Background: an optimization exercise with open tools, aiming at small area. Do not read the settings as production practice.
In this exercise RTL edits were held to simulation tests only and were not proved equivalent to the original.
The clock cells of run 3 come from the design's own scripts or RTL, not from TritonCTS.
The clock input has no modelled driver; a real chip could not lean on it and would need a root buffer or a full tree.
Power is estimated from default activity; no workload was simulated.

$ cat design/flow/constraint.sdc
create_clock -name core_clock -period 8.0 [get_ports {clk}]
set_input_delay 1.6000 -clock core_clock [delete_from_list [all_inputs] [get_ports {clk}]]
set_output_delay 1.6000 -clock core_clock [all_outputs]
set_load 0.01 [all_outputs]
$ cat design/flow/design.v
`default_nettype none
package loader_pkg;
   typedef logic [7:0] byte_t;
   typedef logic [31:0] word_t;
   typedef logic [7:0] word_addr_t;
   localparam int MEM_DEPTH = 256;
   localparam int CLKS_PER_BIT = 8;
   localparam int CLK_CNT_W = $clog2(CLKS_PER_BIT);
   localparam word_t TOGGLE_WORD = 32'hffff_ffff;
   localparam int RING_LEN = MEM_DEPTH - 1;
   localparam int INS_POINTS = 4;
   localparam int INS_SPACING = MEM_DEPTH / INS_POINTS;
   localparam int TAP_POINTS = 32;
   localparam int TAP_SPACING = MEM_DEPTH / TAP_POINTS;
   localparam int TAP_OFFSET = 12;
endpackage
`default_nettype wire
`timescale 1ns/1ps
`default_nettype none
import loader_pkg::*;
module uart_rx (
   input  logic              clk,
   input  logic              reset,
   input  logic              rx,
   output logic              byte_valid,
   output loader_pkg::byte_t rx_byte,
   output logic              in_stop
);
   typedef enum logic [1:0] {
      RX_IDLE,
      RX_START,
      RX_DATA,
      RX_STOP
   } rx_state_t;
   rx_state_t            state;
   logic                 rx_meta;
   logic                 rx_sync;
   logic [CLK_CNT_W-1:0] clk_count;
   logic [2:0]           bit_index;
   loader_pkg::byte_t                data_shift;
   always_ff @(posedge clk) begin
      if (reset) begin
         rx_meta <= 1'b1;
         rx_sync <= 1'b1;
      end else begin
         rx_meta <= rx;
         rx_sync <= rx_meta;
      end
   end
   always_ff @(posedge clk) begin
      if (reset) begin
         state      <= RX_IDLE;
         clk_count  <= '0;
         bit_index  <= '0;
         byte_valid <= 1'b0;
      end else begin
         byte_valid <= 1'b0;
         clk_count  <= clk_count + 1'b1;
         case (state)
            RX_IDLE: begin
               clk_count <= '0;
               if (!rx_sync) state <= RX_START;
            end
            RX_START: begin
               if (clk_count == CLK_CNT_W'(CLKS_PER_BIT / 2 - 1)) begin
                  clk_count <= '0;
                  bit_index <= '0;
                  state     <= rx_sync ? RX_IDLE : RX_DATA;
               end
            end
            RX_DATA: begin
               if (clk_count == CLK_CNT_W'(CLKS_PER_BIT - 1)) begin
                  clk_count  <= '0;
                  bit_index  <= bit_index + 1'b1;
                  if (bit_index == 3'd7) state <= RX_STOP;
               end
            end
            RX_STOP: begin
               if (clk_count == CLK_CNT_W'(CLKS_PER_BIT - 1)) begin
                  byte_valid <= rx_sync;
                  state      <= RX_IDLE;
               end
            end
            default: state <= RX_IDLE;
         endcase
      end
   end
   always_ff @(posedge clk) begin
      if (state == RX_DATA && clk_count == CLK_CNT_W'(CLKS_PER_BIT - 1)) begin
         data_shift <= {rx_sync, data_shift[7:1]};
      end
   end
   assign rx_byte = data_shift;
   assign in_stop = (state == RX_STOP);
endmodule
`default_nettype wire
`timescale 1ns/1ps
`default_nettype none
import loader_pkg::*;
module instruction_loader (
   input  logic                   clk,
   input  logic                   reset,
   input  logic                   byte_valid,
   input  loader_pkg::byte_t      rx_byte,
   input  loader_pkg::word_addr_t phase,
   output logic                   in_execution,
   output loader_pkg::word_addr_t word_count,
   output logic [INS_POINTS*4-1:0] ins_enable,
   output loader_pkg::byte_t      ins_byte
);
   logic [1:0] byte_pos;
   logic       all_ones;      
   logic       pending;       
   logic       word_pending;  
   logic       hit;
   logic [1:0] lane;
   logic [1:0] point;
   wire byte_ones = &rx_byte;
   wire toggle    = all_ones && byte_ones;
   logic                   full;
   logic                   behind;
   loader_pkg::word_addr_t diff;
   assign full   = (word_count == 8'hff);
   assign behind = (phase < word_count);
   assign diff   = phase - word_count;
   assign hit   = pending && (full || diff[5:0] == {5'b0, behind});
   assign point = diff[7:6];
   assign lane  = byte_pos - 2'd1;
   always_comb begin
      ins_enable = '0;
      ins_enable[{point, lane}] = hit && !full;
   end
   always_ff @(posedge clk) begin
      if (byte_valid) begin
         ins_byte <= rx_byte;
         all_ones <= (byte_pos == 2'd0 || all_ones) && byte_ones;
      end
   end
   always_ff @(posedge clk) begin
      if (reset) begin
         byte_pos     <= 2'd0;
         in_execution <= 1'b0;
         word_count   <= '0;
         pending      <= 1'b0;
         word_pending <= 1'b0;
      end else begin
         if (byte_valid) begin
            byte_pos <= byte_pos + 2'd1;
            pending  <= 1'b1;
            if (byte_pos == 2'd3) begin
               if (toggle) begin
                  in_execution <= !in_execution;
                  if (in_execution) word_count <= '0;
               end else if (!in_execution) begin
                  word_pending <= 1'b1;
               end
            end
         end else if (hit) begin
            pending <= 1'b0;
            if (word_pending) begin
               word_count   <= word_count + 1'b1;
               word_pending <= 1'b0;
            end
         end
      end
   end
endmodule
`default_nettype wire
`timescale 1ns/1ps
`default_nettype none
import loader_pkg::*;
module instruction_memory (
   input  logic                   clk,
   input  logic [INS_POINTS*4-1:0] ins_enable,
   input  loader_pkg::byte_t      ins_byte,
   input  logic [TAP_POINTS-1:0]  tap_hot,
   input  logic [TAP_SPACING-1:0] fine_hot,
   output loader_pkg::word_t      read_data
);
   localparam int W = 32;
   localparam int TSB = $clog2(TAP_SPACING);
   logic [RING_LEN*W-1:0] ring;
   logic [RING_LEN*W-1:0] ring_next;
   logic [W-1:0]           ring_in [INS_POINTS];
   logic [INS_POINTS*4-1:0] ins_hold;
   assign ins_hold = ~ins_enable;
   always_comb begin
      ring_next = {ring[(RING_LEN-1)*W-1:0], ring[(RING_LEN-1)*W +: W]};
   end
   for (genvar j = 0; j < INS_POINTS; j++) begin : g_ins
      for (genvar b = 0; b < W; b++) begin : g_bit
         localparam int SLOT = j*INS_SPACING + 1;
         localparam int LANE = 3 - b/8;
         lp_ao22 u_ins (
            .a1 (ins_enable[j*4+LANE]), .a2 (ins_byte[b%8]),
            .b1 (ins_hold[j*4+LANE]),   .b2 (ring[(SLOT-1)*W + b]),
            .y  (ring_in[j][b])
         );
      end
   end
   always_ff @(posedge clk) begin
      for (int s = 0; s < RING_LEN; s++) begin
         if (s % INS_SPACING == 1) ring[s*W +: W] <= ring_in[s/INS_SPACING];
         else                      ring[s*W +: W] <= ring_next[s*W +: W];
      end
   end
   logic [W-1:0] taps [TAP_POINTS];
   always_comb begin
      for (int i = 0; i < TAP_POINTS; i++)
         taps[i] = ring[((i*TAP_SPACING + TAP_OFFSET) % RING_LEN)*W +: W];
   end
   logic [W-1:0] tap_word;
   logic [W-1:0] delay [TAP_SPACING-1];
   for (genvar b = 0; b < W; b++) begin : g_rd
      logic [9:0]  g;
      logic [2:0]  n;
      logic [1:0]  f;
      for (genvar k = 0; k < 10; k++) begin : g_aoi
         lp_aoi222 u_aoi (
            .a1 (taps[3*k][b]),   .a2 (tap_hot[3*k]),
            .b1 (taps[3*k+1][b]), .b2 (tap_hot[3*k+1]),
            .c1 (taps[3*k+2][b]), .c2 (tap_hot[3*k+2]),
            .y  (g[k])
         );
      end
      logic [1:0] p;
      logic [1:0] q;
      lp_nand2 u_p0 (.a (taps[30][b]), .b (tap_hot[30]), .y (p[0]));
      lp_nand2 u_p1 (.a (taps[31][b]), .b (tap_hot[31]), .y (p[1]));
      lp_nand4 u_n0 (.a (g[0]), .b (g[1]), .c (g[2]), .d (g[3]), .y (n[0]));
      lp_nand4 u_n1 (.a (g[4]), .b (g[5]), .c (g[6]), .d (g[7]), .y (n[1]));
      lp_nand4 u_n2 (.a (g[8]), .b (g[9]), .c (p[0]), .d (p[1]), .y (n[2]));
      lp_or3   u_or (.a (n[0]), .b (n[1]), .c (n[2]), .y (tap_word[b]));
      lp_aoi222 u_f0 (
         .a1 (tap_word[b]), .a2 (fine_hot[0]),
         .b1 (delay[0][b]), .b2 (fine_hot[1]),
         .c1 (delay[1][b]), .c2 (fine_hot[2]),
         .y  (f[0])
      );
      lp_aoi222 u_f1 (
         .a1 (delay[2][b]), .a2 (fine_hot[3]),
         .b1 (delay[3][b]), .b2 (fine_hot[4]),
         .c1 (delay[4][b]), .c2 (fine_hot[5]),
         .y  (f[1])
      );
      lp_nand2 u_q0 (.a (delay[5][b]), .b (fine_hot[6]), .y (q[0]));
      lp_nand2 u_q1 (.a (delay[6][b]), .b (fine_hot[7]), .y (q[1]));
      lp_nand4 u_out (.a (f[0]), .b (f[1]), .c (q[0]), .d (q[1]), .y (read_data[b]));
   end
   always_ff @(posedge clk) begin
      delay[0] <= tap_word;
      for (int k = 1; k < TAP_SPACING-1; k++) delay[k] <= delay[k-1];
   end
endmodule
module lp_ao22 (input logic a1, a2, b1, b2, output logic y);
   assign y = (a1 & a2) | (b1 & b2);
endmodule
module lp_nand2 (input logic a, b, output logic y);
   assign y = ~(a & b);
endmodule
module lp_aoi222 (input logic a1, a2, b1, b2, c1, c2, output logic y);
   assign y = ~((a1 & a2) | (b1 & b2) | (c1 & c2));
endmodule
module lp_nand4 (input logic a, b, c, d, output logic y);
   assign y = ~(a & b & c & d);
endmodule
module lp_or3 (input logic a, b, c, output logic y);
   assign y = a | b | c;
endmodule
`default_nettype wire
`timescale 1ns/1ps
`default_nettype none
import loader_pkg::*;
module instruction_fetch (
   input  logic                   clk,
   input  logic                   reset,
   input  logic                   in_execution,
   input  logic                   in_stop,
   input  logic                   byte_valid,
   input  loader_pkg::word_addr_t word_count,
   output loader_pkg::word_addr_t phase,
   output logic [TAP_POINTS-1:0]  tap_hot,
   output logic [TAP_SPACING-1:0] fine_hot,
   output logic                   instr_valid,
   output logic                   program_done,
   output loader_pkg::word_addr_t instr_pc
);
   logic done;
   loader_pkg::word_addr_t tap_sel;
   logic at_start;
   logic at_last;
   always_ff @(posedge clk) begin
      if (reset || phase == 8'(RING_LEN - 1)) phase <= '0;
      else                                    phase <= phase + 1'b1;
   end
   wire tracking = !(in_stop || byte_valid || in_execution);
   always_ff @(posedge clk) begin
      if (tracking) tap_sel <= phase;
   end
   always_ff @(posedge clk) begin
      if (tracking) instr_pc <= 8'(1 - TAP_OFFSET);
      else          instr_pc <= instr_pc + 1'b1;
   end
   always_comb begin
      for (int i = 0; i < TAP_POINTS; i++)  tap_hot[i]  = (tap_sel[7:$clog2(TAP_SPACING)] == i);
      for (int i = 0; i < TAP_SPACING; i++) fine_hot[i] = (tap_sel[$clog2(TAP_SPACING)-1:0] == i);
   end
   assign at_start = (instr_pc == 8'hff);
   assign at_last  = (instr_pc == word_count - 1'b1);
   always_ff @(posedge clk) begin
      if (reset || !in_execution) begin
         instr_valid <= 1'b0;
         done        <= 1'b0;
      end else begin
         instr_valid <= !done && (at_start ? (word_count != '0)
                                           : (instr_valid && !at_last));
         done        <= done || (at_last && (instr_valid || word_count == '0));
      end
   end
   assign program_done = done && in_execution;
endmodule
`default_nettype wire
`timescale 1ns/1ps
`default_nettype none
import loader_pkg::*;
module program_loader_top (
   input  logic        clk,
   input  logic        reset,
   input  logic        rx,
   output logic        in_execution,
   output logic        instr_valid,
   output logic        program_done,
   output logic [7:0]  instr_pc,
   output logic [31:0] instr_data
);
   logic                   byte_valid;
   loader_pkg::byte_t      rx_byte;
   logic                   in_stop;
   loader_pkg::word_addr_t word_count;
   loader_pkg::word_addr_t phase;
   logic [TAP_POINTS-1:0]  tap_hot;
   logic [TAP_SPACING-1:0] fine_hot;
   logic [INS_POINTS*4-1:0] ins_enable;
   loader_pkg::byte_t      ins_byte;
   uart_rx uart_rx_inst (
      .clk        (clk),
      .reset      (reset),
      .rx         (rx),
      .byte_valid (byte_valid),
      .rx_byte    (rx_byte),
      .in_stop    (in_stop)
   );
   instruction_loader instruction_loader_inst (
      .clk          (clk),
      .reset        (reset),
      .byte_valid   (byte_valid),
      .rx_byte      (rx_byte),
      .phase        (phase),
      .in_execution (in_execution),
      .word_count   (word_count),
      .ins_enable   (ins_enable),
      .ins_byte     (ins_byte)
   );
   instruction_memory instruction_memory_inst (
      .clk        (clk),
      .ins_enable (ins_enable),
      .ins_byte   (ins_byte),
      .tap_hot    (tap_hot),
      .fine_hot   (fine_hot),
      .read_data  (instr_data)
   );
   instruction_fetch instruction_fetch_inst (
      .clk          (clk),
      .reset        (reset),
      .in_execution (in_execution),
      .in_stop      (in_stop),
      .byte_valid   (byte_valid),
      .word_count   (word_count),
      .phase        (phase),
      .tap_hot      (tap_hot),
      .fine_hot     (fine_hot),
      .instr_valid  (instr_valid),
      .program_done (program_done),
      .instr_pc     (instr_pc)
   );
endmodule
`default_nettype wire
$ cat design/flow/config.mk
export PLATFORM = sky130hd
export DESIGN_NAME = program_loader_top
export DESIGN_NICKNAME = program_loader_top
export VERILOG_FILES = /design/flow/design.v
export SDC_FILE = /design/flow/constraint.sdc
export NUM_CORES = 8
export LEC_CHECK = 0
export CAP_MARGIN = 20
export CORE_MARGIN = 2
export CORE_UTILIZATION = 60
export CTS_CLUSTER_DIAMETER = 100
export CTS_CLUSTER_SIZE = 32
export PLACE_DENSITY = 0.7
export SLEW_MARGIN = 20
export SYNTH_HIERARCHICAL = 1
export SYNTH_MEMORY_MAX_BITS = 65536
$ cat design/flow/standard.sh
#!/bin/bash
# synth_recipe.tcl (not shown) runs the flow's synth.tcl, then flattens the netlist and writes it again
# the make line also repeats each setting of config.mk as NAME=value (left out here)
make -C /OpenROAD-flow-scripts/flow DESIGN_CONFIG=/design/flow/config.mk WORK_HOME=/design/flow/orfs CLKGATE_MAP_FILE= SYNTH_SCRIPT=/design/flow/synth_recipe.tcl "${@:-finish}"
$ cat design/flow/flow/run.sh
#!/bin/bash
# The standard layout with two changes to how it is made:
#  - clock tree synthesis without dummy loads (same clusters as config.mk:
#    up to 32 sinks within 100 um per leaf buffer);
#  - the port buffers that placement adds are buf_1 cells.
# Each step's full output goes to a log file of its own in this folder.
set -euo pipefail

CTS="-sink_clustering_enable -repair_clock_nets -sink_clustering_size 32 -sink_clustering_max_diameter 100 -dont_use_dummy_load"
PORTS="-buffer_cell sky130_fd_sc_hd__buf_1"

bash standard.sh synth > synth.log 2>&1
bash standard.sh "CTS_ARGS=$CTS" "BUFFER_PORTS_ARGS=$PORTS" finish > layout.log 2>&1
test -f out/final.def
==> results of run 1 <==
-- final cells by class --
type | instances | area [µm²] | area share (%)
Clock buffer | 303 | 7580 | 3.96
Multi-Input combinational cell | 1124 | 8850 | 4.62
Timing Repair Buffer | 117 | 709 | 0.370
Sequential cell | 8451 | 169000 | 88.4
Inverter | 38 | 143 | 0.0744
Tap cell | 3939 | 4930 | 2.57
Antenna cell | 9 | 22.5 | 0.0118
-- per-module statistics from Yosys (local to each module, per instance), excerpt --
module,cell area (µm²),times used
instruction_fetch,1500,1
instruction_loader,1570,1
instruction_memory,168000,1
lp_ao22,8.76,128
lp_aoi222,10.0,384
lp_nand2,3.75,128
lp_nand4,6.26,128
lp_or3,6.26,32
uart_rx,782,1
-- final timing paths --
kind / to / slack [ns] / cells after the start
worst max-delay path: instr_data[30] / 1.34 / 9
worst max register to register: instruction_memory_inst.ring[56] / 3.24 / 12
worst min-delay path: instruction_memory_inst.ring[5841] / 0.24 / 0
worst min register to register: instruction_memory_inst.ring[5841] / 0.24 / 0
-- state kept, by name (all words and copies together), names as in the netlist, named ones only --
register                              cells
instruction_loader_inst.pending           1
instruction_fetch_inst.tap_sel            8
uart_rx_inst.bit_index                    3
instruction_memory_inst.ring           8160
instruction_fetch_inst.phase              8
instruction_loader_inst.word_count        8
instruction_loader_inst.byte_pos          2
instruction_memory_inst.delay           224
instruction_fetch_inst.instr_valid        1
instruction_loader_inst.word_pending      1
instruction_fetch_inst.done               1
instruction_loader_inst.all_ones          1
uart_rx_inst.byte_valid                   1
instruction_loader_inst.in_execution      1
uart_rx_inst.clk_count                    3
instruction_loader_inst.ins_byte          8
uart_rx_inst.rx_sync                      1
instruction_fetch_inst.instr_pc           8
uart_rx_inst.state                        1
uart_rx_inst.data_shift                   8
uart_rx_inst.rx_meta                      1
-- power by group --
part | internal [W] | switching (W)
sequential | 0.0421 | 0.00000878
clock | 0.00689 | 0.0112
combinational | 0.0000258 | 0.000103
-- kinds of logic after synthesis --
| family | Yosys count |
|---|---|
| flops | 8451 |
| compound gates | 570 |
| simple gates | 496 |
| buf+inv | 48 |
| xor+xnor | 31 |
| fa+ha+maj | 22 |
| mux | 5 |
-- routing by layer --
metal | share of wire [%] | vias to the layer above
li1 | - | 32249
met5 | 0.024 | -
met3 | 7.8 | 586
met1 | 46 | 33354
met2 | 43 | 2368
met4 | 3.4 | 12
-- Yosys cell counts, drive strengths merged, types with 2 or more instances --
cell type  count  area share, %
a211o          2         0.0098
a211oi         3          0.013
a21oi         16          0.049
a222oi       384            2.2
a22o         128           0.63
a311oi         2         0.0098
a31o           2         0.0098
a31oi          7          0.025
and2           3          0.011
and3           9          0.032
and3b          3          0.015
buf            3          0.012
clkbuf         7          0.015
dfxtp       8426             95
edfxtp        25           0.42
ha            21           0.15
inv           38          0.080
mux2           2          0.013
mux2i          3          0.017
nand2        167           0.35
nand2b         4          0.014
nand3         18          0.051
nand3b         7          0.029
nand4        133           0.48
nor2          65           0.14
nor2b          8          0.028
nor3          12          0.039
nor3b          8          0.043
nor4           6          0.028
nor4b          2         0.0098
o21a           3          0.013
o21ai          9          0.027
o31a           2          0.011
or2            9          0.032
or3           38           0.13
xnor2         15          0.074
xor2          16          0.079
-- through the flow --
stage,setup slack (ns),total power [W],hold slack (ns),std cells
3_5_place_dp,2.28,0.0432,0.312,13669
3_3_place_gp,2.44,0.0432,0.310,13669
6_report,1.34,0.0603,0.238,13981
5_1_grt,1.12,0.0620,0.244,13973
2_1_floorplan,3.60,0.0431,0.310,9623
4_1_cts,1.24,0.0606,0.235,13972
==> flow_summary.toml, run 1 <==
[worst_hold_path]
hp-start = "instruction_memory_inst.ring[5809]"
hold_path_class = "flop to flop"

[logic_synthesis]
synth_area_um2 = 178000
synthesis.nets = 9648
yosys-mux-area-fraction_pct = 0.0295
synthAdderAreaFrac_pct = 0.159
synth_warnings = 15
synth-compound-area-share_pct = 3.02
synth.distinct_cells = 65
synth_top_family_by_area = "compound AO/OA/AOI/OAI gates"
synth_edf_count = 25
syn_inst = 9623
yosysSeqAreaShare_pct = 95.1
async_flop_share_pct = 0
synth-simple-area-share_pct = 1.45
synthFlopType = "dfxtp_1"
postSynthAreaPerCell_um2 = 18.5
synth_xor_area_share_pct = 0.152
synth_seq_cells = 8451

[setup_path]
crit_type = "flop to output pin"
cp-end-kind = "output pin"
slowest_stage = "nand2b_1"
cp-start-kind = "flop"
reg2reg_from = "instruction_loader_inst.word_count[0]"
crit_start = "instruction_fetch_inst.tap_sel[4]"
crit_arrival_ns = 5.06
critPathTopFamily = "simple AND/OR/NAND/NOR gates"
critPathBufInv = 2
cp_slowest_stage_delay_ns = 0.72
cp.required_ns = 6.40
path_max_fanout = 21
crit_chain = "nand2b_1, nor2_4, buf_4, a222oi_1, nand4_1, or3_1, a222oi_1, nand4_1, buf_1"

[drt]
dr.pass1.iters = 11
ant_nets = 0
route.detailed.drc = 0
avgRoutedWirePerCell_um = 22.3
viasPerCell = 4.90
route.final.wire_length_um = 312000
vias = 68569
drt_iter0_markers = 8559

[global_routing]
grt_pass1_wl_um = 447000
grt_pass1_vias = 67661
grt_use_met1_pct = 30.2
gr-max-usage-layer = "met2"
antenna_found_initial = 46
grt_max_degree = 33
gr-usage-met3_pct = 3.67
grt_use_total_pct = 20.3
grt-ovfl-total = 0
use_met2_pct = 30.2

[sta]
period_share_pct = 83.2
tightest_slew_ns = 1.19
setup_viol = 0
clock.fmax_mhz = 150
hold_viol = 0
setup_tns_ns = 0
slew_headroom_pct = 20.3
rsz0062_at_grt = "no"
period_minus_slack_ns = 6.66
slew_violations = 0
skew_ns = 0.0989

[finish]
final_core_util_pct = 64.7
drive_gt1_share_pct = 4.41
area_growth_pct = 7.56
nets = 10060
fillers = 19710
final_common_cell = "dfxtp_1"
postLayoutCellArea_um2 = 192000
final_cell_mix = "dfxtp_1 (8426), a222oi_1 (384), clkbuf_16 (303)"

[die]
io_pins = 46
die_h_um = 549
die_area_um2 = 301000
die_w_um = 549
row_count = 200
coreArea_um2 = 296000
start_util_pct = 60.1

[clock_tree]
cts_hold_buf = 0
cts_root_buf = "clkbuf_16"
clockBufferDepth = 4
clk_latency_ns = 0.98
cts_resized = 0
htreeDepth = 5
clock_sinks = 8451
cts_buffers = 303
post-cts-setup-buffers = 0
clkTransAtPathRegs_ns = 0.11
cts_tree = "yes"

[flow_run]
drv_cap = 0

[power_and_ir_drop]
power.leakage_nw = 74.7
ir_worst_vdd_mv = 0.232
power_density_nw_per_um2 = 315

[placement]
routabilityCongestion = 0.857
io_buffers = 45
dp_hpwl_um = 196000
placed_area_um2 = 184000

[status]
status = "complete, no violations"
==> run 2: changes to the inputs <==
==> design/flow/flow/run.sh (replaced) <==
#!/bin/bash
# The standard layout with three changes to how it is made:
#  - clock tree synthesis without dummy loads (same clusters as config.mk:
#    up to 32 sinks within 100 um per leaf buffer);
#  - after it, the tree's non-leaf buffers become clkbuf_4
#    (flow/downsize_tree.tcl, run as the CTS step's POST_CTS_TCL hook);
#  - the port buffers that placement adds are buf_1 cells.
# Each step's full output goes to a log file of its own in this folder.
set -euo pipefail

HERE=$(pwd)
CTS="-sink_clustering_enable -repair_clock_nets -sink_clustering_size 32 -sink_clustering_max_diameter 100 -dont_use_dummy_load"
PORTS="-buffer_cell sky130_fd_sc_hd__buf_1"

bash standard.sh synth > synth.log 2>&1
bash standard.sh "CTS_ARGS=$CTS" "BUFFER_PORTS_ARGS=$PORTS" "POST_CTS_TCL=$HERE/flow/downsize_tree.tcl" finish > layout.log 2>&1
test -f out/final.def
==> design/flow/flow/downsize_tree.tcl (new file) <==
# Run by the CTS step after its own repair (POST_CTS_TCL): the clock tree's
# non-leaf buffers, which drive only other clock buffers, are resized from
# clkbuf_16 to clkbuf_4. Leaf buffers keep their size.
set n 0
foreach inst [get_cells -hierarchical *] {
  set m [get_property $inst ref_name]
  if {![string match sky130_fd_sc_hd__clkbuf_* $m]} continue
  set op [get_pins -of_objects $inst -filter "direction==output"]
  set net [get_nets -of_objects $op]
  set leaf 0
  foreach p [get_pins -of_objects $net -filter "direction==input"] {
    set c [get_property [get_cells -of_objects $p] ref_name]
    if {![string match sky130_fd_sc_hd__clkbuf_* $c]} { set leaf 1; break }
  }
  if {!$leaf} { replace_cell $inst sky130_fd_sc_hd__clkbuf_4; incr n }
}
puts "downsize_tree: resized $n clock tree buffers"
==> flow_summary.toml, run 2 <==
[logic_synthesis]
yosysSeqAreaShare_pct = 95.1
synth.most_common_cell = "dfxtp_1"
yosysTopAreaCell = "dfxtp_1"
syn_inst = 9623
async_flop_share_pct = 0
synthFlopType = "dfxtp_1"
synth_top_cell_area_share_pct = 94.7
synthesis.nets = 9648
postSynthAreaPerCell_um2 = 18.5
synth_seq_cells = 8451
synth.area.top_cells = "dfxtp_1 (95%), a222oi_1 (2.2%), a22o_1 (0.63%)"
synth.distinct_cells = 65
synth_area_um2 = 178000
synth_edf_count = 25
synth_warnings = 15
synth_common_cells = "dfxtp_1 (8426), a222oi_1 (384), nand2_1 (167)"

[setup_path]
cp-start-kind = "flop"
rrSetupSlack_ns = 3.08
crit_arrival_ns = 5.67
crit_type = "flop to output pin"
cp.required_ns = 6.40
cp-end-kind = "output pin"
crit_start = "instruction_fetch_inst.tap_sel[4]"
path_max_fanout = 23
reg2reg_from = "instruction_loader_inst.word_count[0]"

[finish]
drive_gt1_share_pct = 4.41
area_growth_pct = 7.21
final_cell_mix = "dfxtp_1 (8426), a222oi_1 (384), clkbuf_16 (266)"
regMostFlops = "instruction_memory_inst.ring"
largest_register_ffs = 8160
top_regs = "instruction_memory_inst.ring x8160, instruction_memory_inst.delay x224"
nets = 10060
final_common_cell = "dfxtp_1"

[power_and_ir_drop]
ir_worst_vdd_mv = 0.230
power_density_nw_per_um2 = 311
power.leakage_nw = 74.4
finalPower_w = 0.0595

[placement]
io_buffers = 45
preCtsSetupSlack_ns = 2.28
dp_hpwl_um = 196000
routabilityCongestion = 0.857

[drt]
ant_nets = 0
avgRoutedWirePerCell_um = 22.3
route.final.wire_length_um = 312000
viasPerCell = 4.91
route.detailed.drc = 0
vias = 68649
dr.pass1.iters = 10
drt_iter0_markers = 8371

[worst_hold_path]
hp-start = "instruction_memory_inst.ring[5809]"
hold_path_class = "flop to flop"

[clock_tree]
cts_tree = "yes"
clk_latency_ns = 1.62
clock_sinks = 8451
clkTransAtPathRegs_ns = 0.11

[global_routing]
grt-ovfl-total = 0
antenna_found_initial = 50
grt_pass1_vias = 67732
grt_pass1_wl_um = 447000
grt_max_degree = 33
grt_use_total_pct = 20.3

[die]
die_h_um = 549
die_w_um = 549
io_pins = 46
die_area_um2 = 301000
coreArea_um2 = 296000
start_util_pct = 60.1
row_count = 200

[sta]
period_minus_slack_ns = 7.27
skew_ns = 0.241
hold_viol = 0
slew_violations = 0
period_share_pct = 90.9
hold_slack_ns = 0.0956
tightest_slew_ns = 1.37
clock.fmax_mhz = 138
rsz0062_at_grt = "no"
setup_viol = 0
slew_headroom_pct = 8.57
finalWorstSetupSlack_ns = 0.728
setup_tns_ns = 0

[status]
status = "complete, no violations"

[flow_run]
drv_cap = 0
==> run 2: cell families (layout without fill, tap and decap cells) <==
logic type	Yosys count	count (layout)	synth area share, %
simple gates	496	496	1.45
fa+ha+maj	22	22	0.159
xor+xnor	31	31	0.152
other cells	0	19	0
compound gates	570	570	3.02
flops	8451	8451	95.1
buf+inv	48	458	0.107
mux	5	5	0.0295
==> run 2: worst paths after layout <==
path | to | depth (start not counted)
min reg2reg | instruction_memory_inst.ring[5841] | 0
max | instr_data[28] | 9
max reg2reg | instruction_memory_inst.ring[2081] | 13
min | instruction_memory_inst.ring[5841] | 0
==> run 2: stage by stage <==
step,util [%],area (µm²),instances
2_1_floorplan,-,178000,9623
3_3_place_gp,62.1,184000,13669
3_5_place_dp,62.1,184000,13669
5_1_grt,64.5,191000,13976
6_report,64.5,191000,13991
==> run 2: critical path, cell delays in order (launching register included) <==
cell,delay (ns)
edfxtp_1,0.44
nand2b_1,0.67
nor2_4,0.25
buf_4,0.36
a222oi_1,0.43
nand4_1,0.30
or3_1,0.55
a222oi_1,0.40
nand4_1,0.40
buf_1,0.24
==> run 2: cell type report <==
type | instances | area [µm²]
antenna | 19 | 47.5
clock buffer | 303 | 6930
fill | 19788 | 105000
inverter | 38 | 143
multi-input combinational | 1124 | 8850
sequential | 8451 | 169000
tap | 3939 | 4930
timing repair buffer | 117 | 709
==> run 2: metal layers <==
layer,vias up,track usage (%),routed length (µm)
met3,619,3.64,24400
met5,-,0,80
met1,33374,30.2,144000
li1,32260,-,-
met4,14,6.95,11100
met2,2382,30.2,132000
==> run 2: where the power goes <==
group	internal (W)	switching [W]	leakage, nW	total (W)
Combinational	0.0000258	0.000102	2.87	0.000128
Sequential	0.0421	0.00000885	68.1	0.0421
Clock	0.00612	0.0112	3.45	0.0173
Total	0.0482	0.0113	74.4	0.0595
==> run 2: Yosys stat by module (local to each module, per instance), a selection <==
module | cells inside | cell area [µm²] | copies in the design | flip-flops and latches
instruction_memory | 8400 | 168000 | 1 | 8384
instruction_loader | 181 | 1570 | 1 | 22
instruction_fetch | 177 | 1500 | 1 | 26
uart_rx | 65 | 782 | 1 | 19
lp_aoi222 | 1 | 10.0 | 384 | 0
lp_ao22 | 1 | 8.76 | 128 | 0
lp_nand4 | 1 | 6.26 | 128 | 0
lp_or3 | 1 | 6.26 | 32 | 0
lp_nand2 | 1 | 3.75 | 128 | 0
==> run 3: changes to the inputs <==
==> design/flow/flow/run.sh (replaced) <==
#!/bin/bash
# The standard layout with three changes to how it is made:
#  - clock tree synthesis without dummy loads, with leaf clusters of up to
#    32 sinks within 100 um;
#  - after it, the tree's leaf buffers and the buffers driving them become
#    inverters, two per clock path (flow/invtree.tcl, run as the CTS step's
#    POST_CTS_TCL hook), the slowest of them sized up to inv_16;
#  - the port buffers that placement adds are buf_1 cells.
# Each step's full output goes to a log file of its own in this folder.
set -euo pipefail

HERE=$(pwd)
CTS="-sink_clustering_enable -repair_clock_nets -sink_clustering_size 32 -sink_clustering_max_diameter 100 -dont_use_dummy_load"
PORTS="-buffer_cell sky130_fd_sc_hd__buf_1"

bash standard.sh synth > synth.log 2>&1
bash standard.sh "CTS_ARGS=$CTS" "BUFFER_PORTS_ARGS=$PORTS" "POST_CTS_TCL=$HERE/flow/invtree.tcl" finish > layout.log 2>&1
test -f out/final.def
==> design/flow/flow/invtree.tcl (new file) <==
# Run by the CTS step after its own repair (POST_CTS_TCL). The clock tree's
# leaf buffers (those driving flip-flops) and the buffers one level above
# them (those driving only leaf buffers) are replaced by inverters: inv_12
# is smaller than clkbuf_16 and drives a leaf cluster with a sharper edge.
# The slowest of them are then sized up to inv_16 (see the end).
# Every flip-flop's clock then passes exactly two inverters more than
# before, so its polarity is unchanged. If any leaf is not driven by such a
# buffer, the tree is left as it is.
proc is_clkbuf {inst} {
  string match sky130_fd_sc_hd__clkbuf_* [get_property $inst ref_name]
}
proc loads_of {inst} {
  set op [get_pins -of_objects $inst -filter "direction==output"]
  set net [get_nets -of_objects $op]
  return [get_cells -of_objects [get_pins -of_objects $net -filter "direction==input"]]
}
proc driver_of {inst} {
  set ip [get_pins -of_objects $inst -filter "direction==input"]
  return [get_cells -of_objects [get_pins -of_objects [get_nets -of_objects $ip] -filter "direction==output"]]
}

set leaves {}
set others {}
foreach inst [get_cells -hierarchical *] {
  if {![is_clkbuf $inst]} continue
  set allbuf 1
  foreach c [loads_of $inst] { if {![is_clkbuf $c]} { set allbuf 0; break } }
  if {$allbuf} { lappend others $inst } else { lappend leaves $inst }
}
set is_leaf [dict create]
foreach l $leaves { dict set is_leaf [get_full_name $l] 1 }
set pre {}
set is_pre [dict create]
foreach inst $others {
  set allleaf 1
  foreach c [loads_of $inst] { if {![dict exists $is_leaf [get_full_name $c]]} { set allleaf 0; break } }
  if {$allleaf} { lappend pre $inst; dict set is_pre [get_full_name $inst] 1 }
}
set bad 0
foreach l $leaves {
  set d [driver_of $l]
  if {$d eq "" || ![dict exists $is_pre [get_full_name $d]]} { incr bad }
  foreach c [loads_of $l] { if {[is_clkbuf $c]} { incr bad } }
}
puts "invtree: [llength $leaves] leaf and [llength $pre] pre-leaf buffers, $bad misfits"

proc to_inverter {inst cell} {
  set block [ord::get_db_block]
  set master [[ord::get_db] findMaster $cell]
  set old [$block findInst [get_full_name $inst]]
  set name [$old getName]
  set in [[$old findITerm A] getNet]
  set out [[$old findITerm X] getNet]
  set loc [$old getLocation]
  odb::dbInst_destroy $old
  set new [odb::dbInst_create $block $master $name]
  $new setLocation [lindex $loc 0] [lindex $loc 1]
  $new setPlacementStatus PLACED
  [$new findITerm A] connect $in
  [$new findITerm Y] connect $out
}

if {$bad == 0 && [llength $leaves] > 0} {
  foreach l $leaves { to_inverter $l sky130_fd_sc_hd__inv_12 }
  foreach p $pre { to_inverter $p sky130_fd_sc_hd__inv_12 }
  global_connect
  detailed_placement
  check_placement -verbose
  puts "invtree: replaced by inverters"
} else {
  puts "invtree: tree left unchanged"
}

proc pin_slew {pin} {
  set w 0
  foreach e {rise fall} { set s [get_property $pin slew_max_$e]; if {$s > $w} { set w $s } }
  return $w
}
proc worst_load_slew {inst} {
  set op [get_pins -of_objects $inst -filter "direction==output"]
  set net [get_nets -of_objects $op]
  set w 0
  foreach p [get_pins -of_objects $net -filter "direction==input"] { set s [pin_slew $p]; if {$s > $w} { set w $s } }
  return $w
}
if {$bad == 0 && [llength $leaves] > 0} {
  set block [ord::get_db_block]
  estimate_parasitics -placement
  set np 0
  foreach p $pre {
    set i [get_cells [get_full_name $p]]
    if {[worst_load_slew $i] > 0.30} { replace_cell $i sky130_fd_sc_hd__inv_16; incr np }
  }
  estimate_parasitics -placement
  set nl 0
  foreach l $leaves {
    set i [get_cells [get_full_name $l]]
    if {[worst_load_slew $i] > 0.115} { replace_cell $i sky130_fd_sc_hd__inv_16; incr nl }
  }
  detailed_placement
  estimate_parasitics -placement
  set w 0
  foreach l $leaves { set s [worst_load_slew [get_cells [get_full_name $l]]]; if {$s > $w} { set w $s } }
  puts "invtree: sized up $np pre-leaf and $nl leaf inverters; worst clock pin slew $w"
}
removed: design/flow/flow/downsize_tree.tcl
==> flow_summary.toml, run 3 <==
[logic_synthesis]
yosysSeqAreaShare_pct = 95.1
synth_common_cells = "dfxtp_1 (8426), a222oi_1 (384), nand2_1 (167)"
synth_area_um2 = 178000
synth.area.top_cells = "dfxtp_1 (95%), a222oi_1 (2.2%), a22o_1 (0.63%)"
synthFlopType = "dfxtp_1"
synth_warnings = 15
yosysTopAreaCell = "dfxtp_1"
synthesis.nets = 9648
synth.most_common_cell = "dfxtp_1"
async_flop_share_pct = 0
synth_edf_count = 25
synth.distinct_cells = 65
synth_seq_cells = 8451
synth_top_cell_area_share_pct = 94.7
postSynthAreaPerCell_um2 = 18.5
syn_inst = 9623

[global_routing]
antenna_found_initial = 45
grt_max_degree = 33
grt_use_total_pct = 20.3
grt-ovfl-total = 0
grt_pass1_vias = 67535
grt_pass1_wl_um = 447000

[finish]
largest_register_ffs = 8160
top_regs = "instruction_memory_inst.ring x8160, instruction_memory_inst.delay x224"
fillers = 20131
final_cell_mix = "dfxtp_1 (8426), a222oi_1 (384), inv_12 (240)"
nets = 10060
area_growth_pct = 6.22
drive_gt1_share_pct = 4.41
postLayoutCellArea_um2 = 189000
stdcell_count = 13983
final_common_cell = "dfxtp_1"
regMostFlops = "instruction_memory_inst.ring"

[die]
row_count = 200
die_area_um2 = 301000
die_h_um = 549
start_util_pct = 60.1
io_pins = 46
coreArea_um2 = 296000
die_w_um = 549

[drt]
highest_layer = "met5"
wl_met1_um = 144000
wl_met3_um = 23600
vias = 68701
avgRoutedWirePerCell_um = 22.3
viasPerCell = 4.91
route.final.wire_length_um = 311000
ant_nets = 0
route.detailed.drc = 0
drt_iter0_markers = 8266
dr_wl_met2_um = 132000
dr.pass1.iters = 13

[setup_path]
cp_slowest_stage_delay_ns = 0.73
cp.required_ns = 6.40
slowest_stage = "nand2b_1"
cp-start-kind = "flop"
critPathTopFamily = "simple AND/OR/NAND/NOR gates"
crit_chain = "nand2b_1, nor2_4, buf_4, a222oi_1, nand4_1, or3_1, a222oi_1, nand4_1, buf_1"
rrSetupSlack_ns = 3.19
crit_type = "flop to output pin"
cp-end-kind = "output pin"
path_max_fanout = 23
critPathBufInv = 2
crit_arrival_ns = 5.18

[power_and_ir_drop]
power.leakage_nw = 73.3
power_density_nw_per_um2 = 307
finalPower_w = 0.0580
ir_worst_vdd_mv = 0.258

[sta]
slew_violations = 0
setup_viol = 0
period_minus_slack_ns = 6.78
slew_headroom_pct = 12.2
clock.fmax_mhz = 147
hold_viol = 0
skew_ns = 0.141
rsz0062_at_grt = "no"
finalWorstSetupSlack_ns = 1.22
tightest_slew_ns = 1.31
setup_tns_ns = 0
period_share_pct = 84.8

[worst_hold_path]
hold_path_class = "flop to flop"

[clock_tree]
clkTransAtPathRegs_ns = 0.12
clk_latency_ns = 1.04
clock_sinks = 8451

[placement]
placed_area_um2 = 184000
dp_cells = 13669
routabilityCongestion = 0.857
preCtsSetupSlack_ns = 2.28
io_buffers = 45
dp_hpwl_um = 196000

[status]
status = "complete, no violations"

[flow_run]
drv_cap = 0
[run 3: final cells by class, clock buffers not listed]
cell class                 count  area (µm²)  area share, %
tap                         3939        4930           2.60
inverter                     336        5210           2.75
timing repair buffer         117         709          0.375
antenna                       11        27.5         0.0145
multi-input combinational   1124        8850           4.67
sequential                  8451      169000           89.5
[run 3: through the flow]
stage	hold slack, ns	util, %
5_1_grt	0.209	63.9
2_1_floorplan	0.310	-
3_5_place_dp	0.312	62.1
3_3_place_gp	0.310	62.1
6_report	0.195	63.9
[run 3: path summary, 6_finish.rpt]
kind	startpoint	end	depth (start not counted)
worst max-delay path	instruction_fetch_inst.tap_sel[3]	instr_data[28]	9
worst max register to register	instruction_fetch_inst.phase[0]	instruction_memory_inst.ring[6178]	14
worst min register to register	instruction_memory_inst.ring[4945]	instruction_memory_inst.ring[4977]	0
worst min-delay path	instruction_memory_inst.ring[4945]	instruction_memory_inst.ring[4977]	0
[run 3: metal layers]
layer	vias to the layer above	global-route usage, %
met5	-	0
met4	6	7.04
met3	602	3.51
met2	2363	30.1
met1	33405	30.3
li1	32325	-
[run 3: per-module statistics from Yosys, one instance, submodules excluded, excerpt]
module,flops+latches,cells inside,area (µm²)
lp_nand2,0,1,3.75
lp_or3,0,1,6.26
instruction_fetch,26,177,1500
instruction_loader,22,181,1570
instruction_memory,8384,8400,168000
lp_ao22,0,1,8.76
lp_nand4,0,1,6.26
[run 3: cells by family after synthesis]
family / synth area share, %
mux: 0.0295
buf+inv: 0.107
simple gates: 1.45
xor+xnor: 0.152
compound gates: 3.02
fa+ha+maj: 0.159
flops: 95.1
[run 3: power by group]
part           internal, W  switching (W)  total [W]
Sequential          0.0421     0.00000888     0.0421
Clock              0.00210         0.0137     0.0158
Combinational    0.0000258       0.000103   0.000129
Total               0.0442         0.0138     0.0580

## re-timing with driven ports
The flow's constraints put no driver on any port. The routed layouts listed below were extracted and timed again, unchanged, in two steps. Step 1 assumes that a clkbuf_16 drives the clock port and a buf_2 every other input. Step 2 times the ports against the registers' clock, not the clock port: input delays grow and output delays shrink by t, the midpoint of the rising clock arrivals with the driver on. a / b / c = no drivers / after step 1 / after step 2; a / b = the first two.
run | t (ns) | setup WS [ns] | worst hold slack (ns) | worst setup path at the end | clock arrival spread, ns
run 1 | 0.998 | 1.344 / 1.255 / 2.253 | 0.238 / 0.238 / 0.238 | register to output | 0.137 / 0.137
run 2 | 1.562 | 0.728 / 0.644 / 2.206 | 0.096 / 0.096 / 0.096 | register to output | 0.281 / 0.281
run 3 | 1.038 | 1.217 / 1.128 / 2.166 | 0.195 / 0.195 / 0.195 | register to output | 0.181 / 0.181
After both steps setup and hold are still met in every run listed.
